Background: an optimization exercise with open tools, aiming at small area, a short achievable clock period and few clock cycles. Do not read the settings as production practice. Only simulation tests tie the RTL to the original design; equivalence was not proved. Power and IR drop assume default switching activity.

== v20 ==
==> flow/design.v (excerpt) <==
module serial_command_line_parser_top (
  input  logic        clk,
  input  logic        rst_n,
  input  logic        in_valid,
  output logic        in_ready,
  input  logic [7:0]  in_rx_byte,
  output logic        out_valid,
  input  logic        out_ready,
  output logic [3:0]  out_cmd_code,
  output logic [30:0] out_cmd_arg
);
Size: ~100 flip-flops, ~49 I/O pins, about 8800 sq um of cells after synthesis.
==> flow/config.mk <==
export PLATFORM = sky130hd
export DESIGN_NAME = serial_command_line_parser_top
export DESIGN_NICKNAME = serial_command_line_parser_top
export VERILOG_FILES = /design/flow/design.v
export SDC_FILE = /design/flow/constraint.sdc
export NUM_CORES = 4
export LEC_CHECK = 0
export ABC_AREA = 1
export CAP_MARGIN = 20
export CORE_MARGIN = 2
export CORE_UTILIZATION = 40
export SETUP_SLACK_MARGIN = 5
export SLEW_MARGIN = 20
==> flow/constraint.sdc <==
create_clock -name core_clock -period 8.0 [get_ports {clk}]
set_input_delay 1.6000 -clock core_clock [delete_from_list [all_inputs] [get_ports {clk}]]
set_output_delay 1.6000 -clock core_clock [all_outputs]
set_load 0.01 [all_outputs]
standard.sh (not shown) runs the stock make flow with config.mk's settings and CLKGATE_MAP_FILE= SYNTH_SCRIPT=/design/flow/synth_recipe.tcl, a recipe that flattens the netlist after the stock synthesis.
==> flow/flow/run.sh <==
#!/bin/bash
set -euo pipefail
bash standard.sh SETUP_SLACK_MARGIN=5.4 finish > flow_make.log 2>&1
Testbench counts of v20, summed over its fixed seeds: cycles 21,597.
Inputs modified between v20 and v23:
==> flow/flow/run.sh <==
#!/bin/bash
set -euo pipefail
bash standard.sh SETUP_SLACK_MARGIN=5.3 finish > flow_make.log 2>&1
--- a/flow/config.mk
+++ b/flow/config.mk
@@ -11,0 +12,2 @@
+export GPL_ROUTABILITY_DRIVEN = 0
+export GPL_TIMING_DRIVEN = 1
- | via count of the first global-routing pass | lower: v23 |
- Number of buffers and inverters on the critical path is higher on v20
- On count of filler cells inserted in the layout: between v23 and v20, it ends up higher for v23.
- Status | v23 and v20 | clean
> inputs changed (v23 -> v29)
--- a/flow/config.mk
+++ b/flow/config.mk
@@ -12,2 +11,0 @@
-export GPL_ROUTABILITY_DRIVEN = 0
-export GPL_TIMING_DRIVEN = 1
==> results.txt <==
Of v29 and v23, the run reporting the lower design area was v29. Worst hold slack, v29 and v23: smaller value in v23. Re final-layout non-clock buffer area share: v29 is 0.53 points down on v23. Summary: first-iteration DRC count, v29 better than v23. [compare] base=v23 new=v29: setup slack climbed 0.022 ns; sum of met3 wire segment lengths after detailed routing -8.8%.
--- input diff v29..v1 ---
==> flow/run.sh (new file) <==
#!/bin/bash
# synth_recipe.tcl (not shown) runs the flow's synth.tcl, then flattens the netlist and writes it again
# the make line also repeats each setting of config.mk as NAME=value (left out here)
make -C /OpenROAD-flow-scripts/flow DESIGN_CONFIG=/design/flow/config.mk WORK_HOME=/design/flow/orfs CLKGATE_MAP_FILE= SYNTH_SCRIPT=/design/flow/synth_recipe.tcl finish
removed: flow/flow/run.sh
removed: flow/standard.sh
Notes after the runs:
sky130_fd_sc_hd__clkdlybuf4s50_1 as the cell with the largest stage delay on the worst path was reported by v1, and sky130_fd_sc_hd__edfxtp_1 by v29.
Relative to v29, the routed length on met1 measured on v1 has decreased slightly.
Post-route minimum period (v1 over v29): increase, 0.37 ns
Between v29 and v1, the delay of the slowest critical-path stage is lower for v29.
[inputs] v35 vs v1
==> flow/flow/run.sh (new file) <==
#!/bin/bash
set -euo pipefail
bash standard.sh SETUP_SLACK_MARGIN=5.3 finish > flow_make.log 2>&1
==> flow/standard.sh (new file) <==
#!/bin/bash
# synth_recipe.tcl (not shown) runs the flow's synth.tcl, then flattens the netlist and writes it again
# the make line also repeats each setting of config.mk as NAME=value (left out here)
make -C /OpenROAD-flow-scripts/flow DESIGN_CONFIG=/design/flow/config.mk WORK_HOME=/design/flow/orfs CLKGATE_MAP_FILE= SYNTH_SCRIPT=/design/flow/synth_recipe.tcl "${@:-finish}"
--- a/flow/config.mk
+++ b/flow/config.mk
@@ -11 +11 @@
-export CORE_UTILIZATION = 40
+export CORE_UTILIZATION = 60
removed: flow/run.sh
## What came out
When v35 is measured against v1, its final instance area turns out about 6% higher.
v1 reports its kind of critical path as primary input to flop while v35 reports flop to flop.
Of v1 and v35, v35 shows the higher switching component of the power, with v1 below it.
Final standard cell utilization of the core, v1 and v35: larger value in v35
Library cell contributing the largest single delay on the critical path = sky130_fd_sc_hd__clkdlybuf4s50_1: v1; library cell contributing the largest single delay on the critical path = sky130_fd_sc_hd__edfxtp_1: v35
v35 vs v1: non-clock buffer count up by more than half

* * *

serial_command_line_parser_top, a different RTL version from the one above (not shown whole).
Size: ~1000 cells after synthesis, about 100 flip-flops, about 8600 µm² of cells after synthesis.
==> flow/config.mk <==
export PLATFORM = sky130hd
export DESIGN_NAME = serial_command_line_parser_top
export DESIGN_NICKNAME = serial_command_line_parser_top
export VERILOG_FILES = /design/flow/design.v
export SDC_FILE = /design/flow/constraint.sdc
export NUM_CORES = 4
export LEC_CHECK = 0
export CAP_MARGIN = 20
export CORE_MARGIN = 2
export CORE_UTILIZATION = 40
export SETUP_SLACK_MARGIN = 5
export SLEW_MARGIN = 20
==> flow/constraint.sdc <==
create_clock -name core_clock -period 8.0 [get_ports {clk}]
set_input_delay 1.6000 -clock core_clock [delete_from_list [all_inputs] [get_ports {clk}]]
set_output_delay 1.6000 -clock core_clock [all_outputs]
set_load 0.01 [all_outputs]
==> flow/flow/run.sh <==
#!/bin/bash
set -euo pipefail
bash standard.sh SETUP_SLACK_MARGIN=5.3 finish > flow_make.log 2>&1
Testbench counts at the start, summed over its fixed seeds: cycles 21,597.
Change:
- ABC_AREA: default -> 1
Hold slack gets better by 0.0072 ns.
Wire length goes down slightly.
Cell count goes up by about a fifth.

* * *

Setup of run 1:
Another version of the RTL of serial_command_line_parser_top (not shown whole).
Size in the first run: roughly 1300 cells after synthesis, about 100 flip-flops, about 49 I/O pins.
Settings: LEC_CHECK=0, ABC_AREA=1, CAP_MARGIN=20, CORE_MARGIN=2, CORE_UTILIZATION=65, SETUP_SLACK_MARGIN=5, SLEW_MARGIN=20; clock period 8.0 ns.
run.sh (not shown) runs the stock make flow with config.mk's settings and CLKGATE_MAP_FILE= SYNTH_SCRIPT=/design/flow/synth_recipe.tcl, a recipe that flattens the netlist after the stock synthesis.
Stock flow here: none of the scripts above is used.
Testbench counts of run 1, summed over its fixed seeds: cycles 21,597.
--- input diff run 1..run 2 ---
- changing CORE_UTILIZATION from 65 to 40
==> flow/flow/run.sh (new file) <==
#!/bin/bash
set -euo pipefail
bash standard.sh SETUP_SLACK_MARGIN=5.3 finish > flow_make.log 2>&1
==> flow/standard.sh (new file) <==
#!/bin/bash
# synth_recipe.tcl (not shown) runs the flow's synth.tcl, then flattens the netlist and writes it again
# the make line also repeats each setting of config.mk as NAME=value (left out here)
make -C /OpenROAD-flow-scripts/flow DESIGN_CONFIG=/design/flow/config.mk WORK_HOME=/design/flow/orfs CLKGATE_MAP_FILE= SYNTH_SCRIPT=/design/flow/synth_recipe.tcl "${@:-finish}"
removed: flow/run.sh
### Flow results
Between run 2 and run 1, it is run 2 whose layout overhead on the synthesized area is higher, by 8.2 points. The lower total power of run 2 and run 1 is in run 1. Non-clock buffer area fraction after layout: run 2 vs run 1 up 1.6 points. Per the comparison of run 2 with run 1, final worst-path cycle share went down by 3.1 points, post-route worst setup slack went up by 250 ps, effective utilization at floorplan went down by 26 points, hold-critical path depth was more or less identical.
### run 2 -> run 3
- an added CTS_CLUSTER_SIZE of 40
- an added CTS_CLUSTER_DIAMETER of 100
==> flow/run.sh (new file) <==
#!/bin/bash
# synth_recipe.tcl (not shown) runs the flow's synth.tcl, then flattens the netlist and writes it again
# the make line also repeats each setting of config.mk as NAME=value (left out here)
make -C /OpenROAD-flow-scripts/flow DESIGN_CONFIG=/design/flow/config.mk WORK_HOME=/design/flow/orfs CLKGATE_MAP_FILE= SYNTH_SCRIPT=/design/flow/synth_recipe.tcl finish
removed: flow/flow/run.sh
removed: flow/standard.sh
## What came out
- Compared with run 2, power drawn by the clock network in run 3 decreased by a few percent.
- Between run 3 and run 2, it is run 3 whose part of the total power dissipated in combinational logic is lower, by 0.3 points.
- Run 3 finished end to end and its layout was clean on timing, DRC and antenna.
- Between run 2 and run 3, the clock-pin slew on the worst setup and hold paths figures differ only marginally.
- Going from run 2 to run 3, count of buffering cells on the critical path with inverters included shrinks by 1.
- Cmp run 3 and run 2 / per-cell via count in the routed design / lower: run 3
- Compared with run 2, run 3 shows setup slack lower by 230 ps.
Changes in run 4 relative to run 3:
- CTS_CLUSTER_SIZE: 40 -> unset
- CTS_CLUSTER_DIAMETER: 100 -> unset
==> flow/flow/run.sh (new file) <==
#!/bin/bash
set -euo pipefail
bash standard.sh SETUP_SLACK_MARGIN=5.6 finish > flow_make.log 2>&1
==> flow/standard.sh (new file) <==
#!/bin/bash
# synth_recipe.tcl (not shown) runs the flow's synth.tcl, then flattens the netlist and writes it again
# the make line also repeats each setting of config.mk as NAME=value (left out here)
make -C /OpenROAD-flow-scripts/flow DESIGN_CONFIG=/design/flow/config.mk WORK_HOME=/design/flow/orfs CLKGATE_MAP_FILE= SYNTH_SCRIPT=/design/flow/synth_recipe.tcl "${@:-finish}"
removed: flow/run.sh
Findings:
Across run 3 and run 4, none had a timing, DRC or antenna violation.
| share of power burned in registers | lower: run 4 |
Run 4 vs run 3: maximum ir drop on the vdd rail down by more than 10%
On worst setup slack, run 3 loses to run 4.
From run 3 to run 4 the numbers moved as follows: final instance area now larger, worst path arrival time higher.
The critical path depth reported for run 4 is greater than that of run 3 by 12.

==> afterwards: timing with drivers on the ports <==
The results above use ideal ports. As a check the final layouts listed here were re-extracted and re-timed, cells and wires unchanged. Step 1 sets driving cells, clkbuf_16 on the clock port and buf_2 on the other inputs (assumed; they add their load-dependent delay and slew). Step 2 also shifts input and output timing later by t, the mid clock arrival at the registers, as if the neighbouring blocks saw the same clock. Three values: ideal ports, drivers, drivers and shift; two values: the first two.
| run | shift t [ns] | slack for setup (ns) | clock arrival spread, ns |
|---|---|---|---|
| v20 | 0.399 | 5.391 / 5.344 / 5.125 | 0.015 / 0.014 |
| v23 | 0.403 | 5.314 / 5.268 / 5.007 | 0.011 / 0.011 |
| v29 | 0.400 | 5.336 / 5.290 / 4.963 | 0.008 / 0.008 |
| v1 | 0.403 | 4.963 / 4.988 / 4.585 | 0.009 / 0.008 |
| v35 | 0.398 | 5.192 / 5.192 / 4.909 | 0.014 / 0.014 |
| the first run of note 2 | 0.400 | 4.797 / 4.797 / 4.797 | 0.014 / 0.014 |
| the second run of note 2 | 0.408 | 5.319 / 5.272 / 4.958 | 0.018 / 0.018 |
| run 1 | 0.411 | 5.020 / 4.977 / 4.785 | 0.013 / 0.013 |
| run 2 | 0.408 | 5.271 / 5.225 / 4.990 | 0.020 / 0.020 |
| run 3 | 0.406 | 5.037 / 4.993 / 4.659 | 0.012 / 0.012 |
| run 4 | 0.404 | 5.327 / 5.320 / 4.985 | 0.012 / 0.012 |
After both steps every run listed still meets setup and hold.
